Background: an optimization exercise with open tools, aiming at a short achievable clock period and few clock cycles. Do not read the settings as production practice.
Function was checked by simulation only, so behaviour that the tests miss may differ from the original.
Power and IR drop assume default switching activity.

==> inputs of run a <==
==> flow/design.v <==
package fetch_pkg;
  typedef enum logic [1:0] {
    IDLE = 2'd0,
    LOAD = 2'd1,
    RUN  = 2'd2,
    HALT = 2'd3
  } state_t;
  localparam int ADDR_W_DEF = 8;
  localparam int OP_HI   = 7;
  localparam int OP_LO   = 4;
  localparam int RD_HI   = 3;
  localparam int RD_LO   = 2;
  localparam int RS_HI   = 1;
  localparam int RS_LO   = 0;
  localparam int IMM4_HI = 3;
  localparam int IMM2_HI = 1;
endpackage
module fetch_dec2 (
  input  logic [1:0] a,
  output logic [3:0] y
);
  always_comb begin
    for (int i = 0; i < 4; i++) y[i] = (a == 2'(i));
  end
endmodule
module fetch_dec4 (
  input  logic        en,
  input  logic [3:0]  a,
  output logic [15:0] y
);
  logic [3:0] lo, hi;
  fetch_dec2 u_lo (.a(a[1:0]), .y(lo));
  fetch_dec2 u_hi (.a(a[3:2]), .y(hi));
  always_comb begin
    for (int i = 0; i < 16; i++) y[i] = en && hi[i / 4] && lo[i % 4];
  end
endmodule
module fetch_dec8 (
  input  logic         en,
  input  logic [7:0]   a,
  output logic [255:0] y
);
  logic [15:0] lo, hi;
  fetch_dec4 u_lo (.en(en),   .a(a[3:0]), .y(lo));
  fetch_dec4 u_hi (.en(1'b1), .a(a[7:4]), .y(hi));
  always_comb begin
    for (int i = 0; i < 256; i++) y[i] = hi[i / 16] && lo[i % 16];
  end
endmodule
module fetch_nor2 (
  input  logic [7:0] a,
  input  logic [7:0] b,
  output logic [7:0] y
);
  assign y = ~(a | b);
endmodule
module fetch_nand2 (
  input  logic [7:0] a,
  input  logic [7:0] b,
  output logic [7:0] y
);
  assign y = ~(a & b);
endmodule
module fetch_or16 (
  input  logic [15:0][7:0] d,
  output logic [7:0]       y
);
  logic [7:0][7:0] l1;
  logic [3:0][7:0] l2;
  logic [1:0][7:0] l3;
  for (genvar i = 0; i < 8; i++) begin : g_l1
    fetch_nor2 u (.a(d[2*i]), .b(d[2*i+1]), .y(l1[i]));
  end
  for (genvar i = 0; i < 4; i++) begin : g_l2
    fetch_nand2 u (.a(l1[2*i]), .b(l1[2*i+1]), .y(l2[i]));
  end
  for (genvar i = 0; i < 2; i++) begin : g_l3
    fetch_nor2 u (.a(l2[2*i]), .b(l2[2*i+1]), .y(l3[i]));
  end
  fetch_nand2 u_l4 (.a(l3[0]), .b(l3[1]), .y(y));
endmodule
module fetch_sel #(
  parameter int N = 16
) (
  input  logic [N-1:0]      sel,
  input  logic [N-1:0][7:0] d,
  output logic [7:0]        y
);
  always_comb begin
    y = '0;
    for (int j = 0; j < N; j++) y |= d[j] & {8{sel[j]}};
  end
endmodule
module fetch_oreg #(
  parameter int W = 1
) (
  input  logic         clk,
  input  logic         rst,
  input  logic [W-1:0] d,
  output logic [W-1:0] q
);
  always_ff @(posedge clk or posedge rst) begin
    if (rst) q <= '0;
    else     q <= d;
  end
endmodule
module fetch_queue #(
  parameter int AW = 8,
  localparam int DEPTH = 2 ** AW
) (
  input  logic                 clk,
  input  logic                 we,
  input  logic [AW-1:0]        waddr,
  input  logic [7:0]           wdata,
  input  logic [DEPTH-1:0]     rsel,
  output logic [DEPTH/16-1:0][7:0] grp_data,
  input  logic [DEPTH-1:0]     roh,
  output logic [DEPTH/16-1:0][7:0] off_data,
  output logic [7:0]           rdata_0,
  output logic [7:0]           rdata_1
);
  logic [DEPTH-1:0][7:0] mem;
  logic [DEPTH-1:0]      wsel;
  fetch_dec8 u_wdec (.en(we), .a(waddr), .y(wsel));
  always_ff @(posedge clk) begin
    for (int i = 0; i < DEPTH; i++)
      if (wsel[i]) mem[i] <= wdata;
  end
  for (genvar g = 0; g < DEPTH / 16; g++) begin : g_seq
    fetch_sel #(.N(16)) u_sel (.sel(rsel[g*16 +: 16]), .d(mem[g*16 +: 16]), .y(grp_data[g]));
  end
  for (genvar g = 0; g < DEPTH / 16; g++) begin : g_red
    fetch_sel #(.N(16)) u_sel (.sel(roh[g*16 +: 16]), .d(mem[g*16 +: 16]), .y(off_data[g]));
  end
  assign rdata_0 = mem[0];
  assign rdata_1 = mem[1];
endmodule
module fetch_unit #(
  parameter int ADDR_W = fetch_pkg::ADDR_W_DEF,
  parameter int QDEPTH = 2
) (
  input  logic              clk,
  input  logic              rst,
  input  logic              load_en,
  input  logic              load_we,
  input  logic [15:0]       load_data,
  input  logic              run,
  input  logic              redirect_en,
  input  logic [ADDR_W-1:0] redirect_addr,
  input  logic              issue_ready,
  output logic              issue_valid,
  output logic [3:0]        opcode,
  output logic [1:0]        rd,
  output logic [1:0]        rs,
  output logic [1:0]        imm2,
  output logic [3:0]        imm4,
  output logic [ADDR_W-1:0] pc_out,
  output logic              halted,
  output logic              busy
);
  localparam int DEPTH = 2 ** ADDR_W;
  localparam int SG    = DEPTH / 16;          
  localparam int RG    = DEPTH / 16;          
  logic              st_load_reg, st_run_reg, st_halt_reg;
  logic              halted_next, busy_next;
  logic [ADDR_W-1:0] end_addr_reg;
  logic              prog_valid_reg;
  logic              first_wr_reg;
  logic              valid_next;
  logic [7:0]        instr_reg, instr_next;
  logic [ADDR_W-1:0] pc_reg, pc_next;
  logic              pend_reg;               
  logic [ADDR_W-1:0]  pcn_reg, pcn_next;     
  logic               last_reg, last_next;   
  logic [SG-1:0][7:0] grp_reg, grp_next;     
  logic [DEPTH-1:0]   oh_reg, oh_next;       
  logic [ADDR_W-1:0]  tgt_reg;               
  logic [RG-1:0][7:0] cand_reg;              
  logic               load_wr;
  logic [ADDR_W-1:0]  load_addr;
  logic [SG-1:0][7:0] grp_data;
  logic [RG-1:0][7:0] off_data;
  logic [7:0]         rdata_0, rdata_1, grp_or, cand_or;
  logic [DEPTH-1:0]   red_oh;
  logic               red_in_range;
  logic st_idle, enter_load, start, idle_to_halt, red, red_out, fin;
  logic s_start, s_pend, s_seq, s_hold, s_adv;
  assign load_addr    = load_data[8 +: ADDR_W];
  assign load_wr      = st_load_reg && load_we;
  assign red_in_range = (redirect_addr <= end_addr_reg);
  assign st_idle      = !st_load_reg && !st_run_reg && !st_halt_reg;
  assign enter_load   = load_en && (st_idle || st_halt_reg);
  assign start        = !load_en && run && (st_halt_reg || (st_idle && prog_valid_reg));
  assign idle_to_halt = st_idle && !load_en && run && !prog_valid_reg;
  assign red          = st_run_reg && redirect_en;
  assign red_out      = red && !red_in_range;
  assign fin          = st_run_reg && !redirect_en && !pend_reg && issue_ready && last_reg;
  assign s_start = start;
  assign s_pend  = st_run_reg && !redirect_en && pend_reg;
  assign s_adv   = st_run_reg && !redirect_en && !pend_reg && issue_ready;
  assign s_seq   = s_adv && !last_reg;
  assign s_hold  = st_run_reg && !redirect_en && !pend_reg && !issue_ready;
  fetch_dec8 u_rdec (.en(1'b1), .a(redirect_addr), .y(red_oh));
  fetch_queue #(.AW(ADDR_W)) u_mem (
    .clk      (clk),
    .we       (load_wr),
    .waddr    (load_addr),
    .wdata    (load_data[7:0]),
    .rsel     (oh_reg),
    .grp_data (grp_data),
    .roh      (red_oh),
    .off_data (off_data),
    .rdata_0  (rdata_0),
    .rdata_1  (rdata_1)
  );
  fetch_or16 u_grp_or  (.d(grp_reg),  .y(grp_or));
  fetch_or16 u_cand_or (.d(cand_reg), .y(cand_or));
  always_comb begin
    instr_next = '0;
    pc_next    = '0;
    if (s_start) begin
      instr_next = rdata_0;
      pc_next    = '0;
    end else if (s_pend) begin
      instr_next = cand_or;
      pc_next    = tgt_reg;
    end else if (s_seq) begin
      instr_next = grp_or;
      pc_next    = pcn_reg;
    end else if (s_hold) begin
      instr_next = instr_reg;
      pc_next    = pc_reg;
    end
  end
  always_comb begin
    pcn_next  = pcn_reg;
    last_next = last_reg;
    grp_next  = grp_reg;
    oh_next   = oh_reg;
    if (!st_run_reg) begin
      pcn_next    = ADDR_W'(1);
      last_next   = (end_addr_reg == '0);
      grp_next    = '0;
      grp_next[0] = rdata_1;
      oh_next     = DEPTH'(4);
    end else if (redirect_en) begin
      oh_next   = {red_oh[DEPTH-2:0], 1'b0};
    end else if (pend_reg) begin
      pcn_next  = tgt_reg + 1'b1;
      last_next = (tgt_reg == end_addr_reg);
      grp_next  = grp_data;
      oh_next   = {oh_reg[DEPTH-2:0], 1'b0};
    end else if (issue_ready) begin
      pcn_next  = pcn_reg + 1'b1;
      last_next = (pcn_reg == end_addr_reg);
      grp_next  = grp_data;
      oh_next   = {oh_reg[DEPTH-2:0], 1'b0};
    end
  end
  always_ff @(posedge clk or posedge rst) begin
    if (rst) begin
      st_load_reg    <= 1'b0;
      st_run_reg     <= 1'b0;
      st_halt_reg    <= 1'b0;
      end_addr_reg   <= '0;
      prog_valid_reg <= 1'b0;
      first_wr_reg   <= 1'b0;
      instr_reg      <= '0;
      pc_reg         <= '0;
      pend_reg       <= 1'b0;
    end else begin
      st_load_reg <= enter_load || (st_load_reg && load_en);
      st_run_reg  <= start || (st_run_reg && !red_out && !fin);
      st_halt_reg <= idle_to_halt || (st_halt_reg && !load_en && !run) || red_out || fin;
      instr_reg   <= instr_next;
      pc_reg      <= pc_next;
      pend_reg    <= red && red_in_range;
      if (enter_load) first_wr_reg <= 1'b1;
      if (load_wr) begin
        prog_valid_reg <= 1'b1;
        first_wr_reg   <= 1'b0;
        if (first_wr_reg || load_addr > end_addr_reg) end_addr_reg <= load_addr;
      end
    end
  end
  always_ff @(posedge clk) begin
    pcn_reg     <= pcn_next;
    last_reg    <= last_next;
    grp_reg     <= grp_next;
    oh_reg      <= oh_next;
    tgt_reg     <= redirect_addr;
    cand_reg    <= off_data;
  end
  assign halted_next = idle_to_halt || (st_halt_reg && !load_en && !run) || red_out || fin;
  assign busy_next   = enter_load || (st_load_reg && load_en) ||
                       start || (st_run_reg && !red_out && !fin);
  assign valid_next  = start || (st_run_reg && !redirect_en && (pend_reg || !issue_ready || !last_reg));
  fetch_oreg #(.W(1)) u_valid  (.clk(clk), .rst(rst), .d(valid_next),  .q(issue_valid));
  fetch_oreg #(.W(4)) u_opcode (.clk(clk), .rst(rst), .d(instr_next[fetch_pkg::OP_HI:fetch_pkg::OP_LO]), .q(opcode));
  fetch_oreg #(.W(2)) u_rd     (.clk(clk), .rst(rst), .d(instr_next[fetch_pkg::RD_HI:fetch_pkg::RD_LO]), .q(rd));
  fetch_oreg #(.W(2)) u_rs     (.clk(clk), .rst(rst), .d(instr_next[fetch_pkg::RS_HI:fetch_pkg::RS_LO]), .q(rs));
  fetch_oreg #(.W(2)) u_imm2   (.clk(clk), .rst(rst), .d(instr_next[fetch_pkg::IMM2_HI:0]), .q(imm2));
  fetch_oreg #(.W(4)) u_imm4   (.clk(clk), .rst(rst), .d(instr_next[fetch_pkg::IMM4_HI:0]), .q(imm4));
  fetch_oreg #(.W(ADDR_W)) u_pc (.clk(clk), .rst(rst), .d(pc_next), .q(pc_out));
  fetch_oreg #(.W(1)) u_halted (.clk(clk), .rst(rst), .d(halted_next), .q(halted));
  fetch_oreg #(.W(1)) u_busy   (.clk(clk), .rst(rst), .d(busy_next),   .q(busy));
endmodule
==> flow/flow/run.sh <==
#!/bin/bash
# Layout flow: the standard flow (standard.sh, all steps), except that
#  - the port buffers are inserted as buf_4 cells rather than the
#    buffer_ports default;
#  - the ports are placed by flow/io_pins.tcl (bottom edge, around the
#    middle) before ORFS's place_pins.
# make's full output goes to standard_flow.log here; each ORFS step keeps its
# own log under orfs/logs.
set -euo pipefail
here=$(pwd)
export BUFFER_PORTS_ARGS="-buffer_cell sky130_fd_sc_hd__buf_4"
export PRE_IO_PLACEMENT_TCL="$here/flow/io_pins.tcl"
bash standard.sh finish > standard_flow.log 2>&1
==> flow/flow/io_pins.tcl <==
# Pin placement for the layout (sourced by ORFS before place_pins): all ports
# on the bottom edge, packed around its middle, with the clock in the middle.
# This keeps the issue-port registers and the input logic close to their
# pins and the clock root close to the centre of the core.
set block [ord::get_db_block]
set die   [$block getDieArea]
set mid   [expr {([$die xMin] + [$die xMax]) / 2000.0}]
set others {}
foreach bt [$block getBTerms] {
  set name [$bt getName]
  if {$name ne "clk"} { lappend others $name }
}
set_io_pin_constraint -pin_names {clk} -region bottom:[expr {$mid - 2}]-[expr {$mid + 2}]
set_io_pin_constraint -pin_names $others -region bottom:[expr {$mid - 50}]-[expr {$mid + 50}]
==> flow/standard.sh <==
#!/bin/bash
# synth_recipe.tcl (not shown) runs the flow's synth.tcl, then flattens the netlist and writes it again
# the make line also repeats each setting of config.mk as NAME=value (left out here)
make -C /OpenROAD-flow-scripts/flow DESIGN_CONFIG=/design/flow/config.mk WORK_HOME=/design/flow/orfs CLKGATE_MAP_FILE= SYNTH_SCRIPT=/design/flow/synth_recipe.tcl "${@:-finish}"
==> flow/config.mk <==
export PLATFORM = sky130hd
export DESIGN_NAME = fetch_unit
export DESIGN_NICKNAME = fetch_unit
export VERILOG_FILES = /design/flow/design.v
export SDC_FILE = /design/flow/constraint.sdc
export NUM_CORES = 4
export LEC_CHECK = 0
export CAP_MARGIN = 20
export CORE_MARGIN = 2
export CORE_UTILIZATION = 55
export CTS_CLUSTER_DIAMETER = 60
export CTS_CLUSTER_SIZE = 24
export SETUP_SLACK_MARGIN = 2.2
export SLEW_MARGIN = 20
export SYNTH_HIERARCHICAL = 1
==> flow/constraint.sdc <==
create_clock -name core_clock -period 4.0 [get_ports {clk}]
set_input_delay 0.8000 -clock core_clock [delete_from_list [all_inputs] [get_ports {clk}]]
set_output_delay 0.8000 -clock core_clock [all_outputs]
set_load 0.01 [all_outputs]
==> run b (differences from run a) <==
- CORE_UTILIZATION: 55 -> 50
==> summary of the runs <==
- Sequential power is about the same in run a and run b.
- Of run b and run a, run a has the higher routed wire length (gap 1.3%, measured against run a).
- Between run b and run a, the lower fmax is in run b (gap 14%, measured against run a).
- Between run b and run a, the lower design area is in run b (gap about 0.54%, measured against run a).
- In sequential cell count, run b and run a do not differ.
- In synthesized area, run b and run a do not differ.
- Between run a and run b, the lower setup slack is in run b (gap 350 ps).
- Run b reached the layout checks and failed them: max-slew violations. Run a ran to the end with no violations.
- Against run b, the sequential share of layout area of run a is lower by 0.30 points.
- Against run a, the combinational power of run b is higher by 4.4%.
==> figures <==
Met3 wirelength from detailed routing: run b 38.0 mm; run a 41.7 mm
Worst Tran Pin Value: run b 1880 ps; run a 985 ps
First-pass GRT wire length: run b 563 mm; run a 557 mm
Logic depth of the worst setup path including buffers: run b 4; run a 1
Layout-to-synthesis area ratio: run b 1.148x; run a 1.154x
Sequential share of cell area: run b 56.5%; run a 56.2%
Number of well-tap cells placed: run b 2992; run a 2688
Number of cells after detailed placement: run b 10300; run a 9984
Postcts setup bufs: run b 173; run a 166
Chip Height: run b 480 um; run a 458 um
Result of the run: run b finished with violations; run a finished clean
Layout check failures: run b max-slew violations; run a -
Post-CTS resize count: run b 378; run a 407
Final Worst Setup Slack: run b 1460 ps; run a 1800 ps
Clock buffer count in the final layout: run b 202; run a 205
Peak VDD IR: run b 0.000475 V; run a 0.000637 V
Combinational cell fraction of total power: run b 11.1%; run a 10.6%
Post-route insts no fill: run b 10900; run a 10700
Share of layout cells above drive strength 1: run b 26.9%; run a 28.8%
Internal power: run b 41.5 mW; run a 41.8 mW
Met2 capacity usage during global routing: run b 52.3%; run a 56.1%
Testbench counts of run a, summed over its fixed seeds: cycles 24,571.
Testbench counts of run b, summed over its fixed seeds: cycles 24,571.

[afterwards: timing with drivers on the ports]
The flow's constraints put no driver on any port. The routed layouts listed below were extracted and timed again, unchanged, in two steps. Step 1, drivers: a clkbuf_16 drives clk and a buf_2 each remaining input, both assumed. Step 2 also shifts input and output timing later by t, the mid clock arrival at the registers, as if the neighbouring blocks saw the same clock. Slacks: ideal / step 1 / step 2; pairs: ideal / step 1.
run | t (ns) | setup slack, ns | worst register clock-pin slew, ns | pins driven straight from the clock port
run a | 0.911 | 1.801 / 1.733 / 1.242 | 0.10 / 0.10 | 1
run b | 0.915 | 1.456 / 1.456 / 1.209 | 0.10 / 0.10 | 1
The setup slack of run a, which loses most, moves by -0.068 ns with the drivers and by -0.559 ns with both steps.
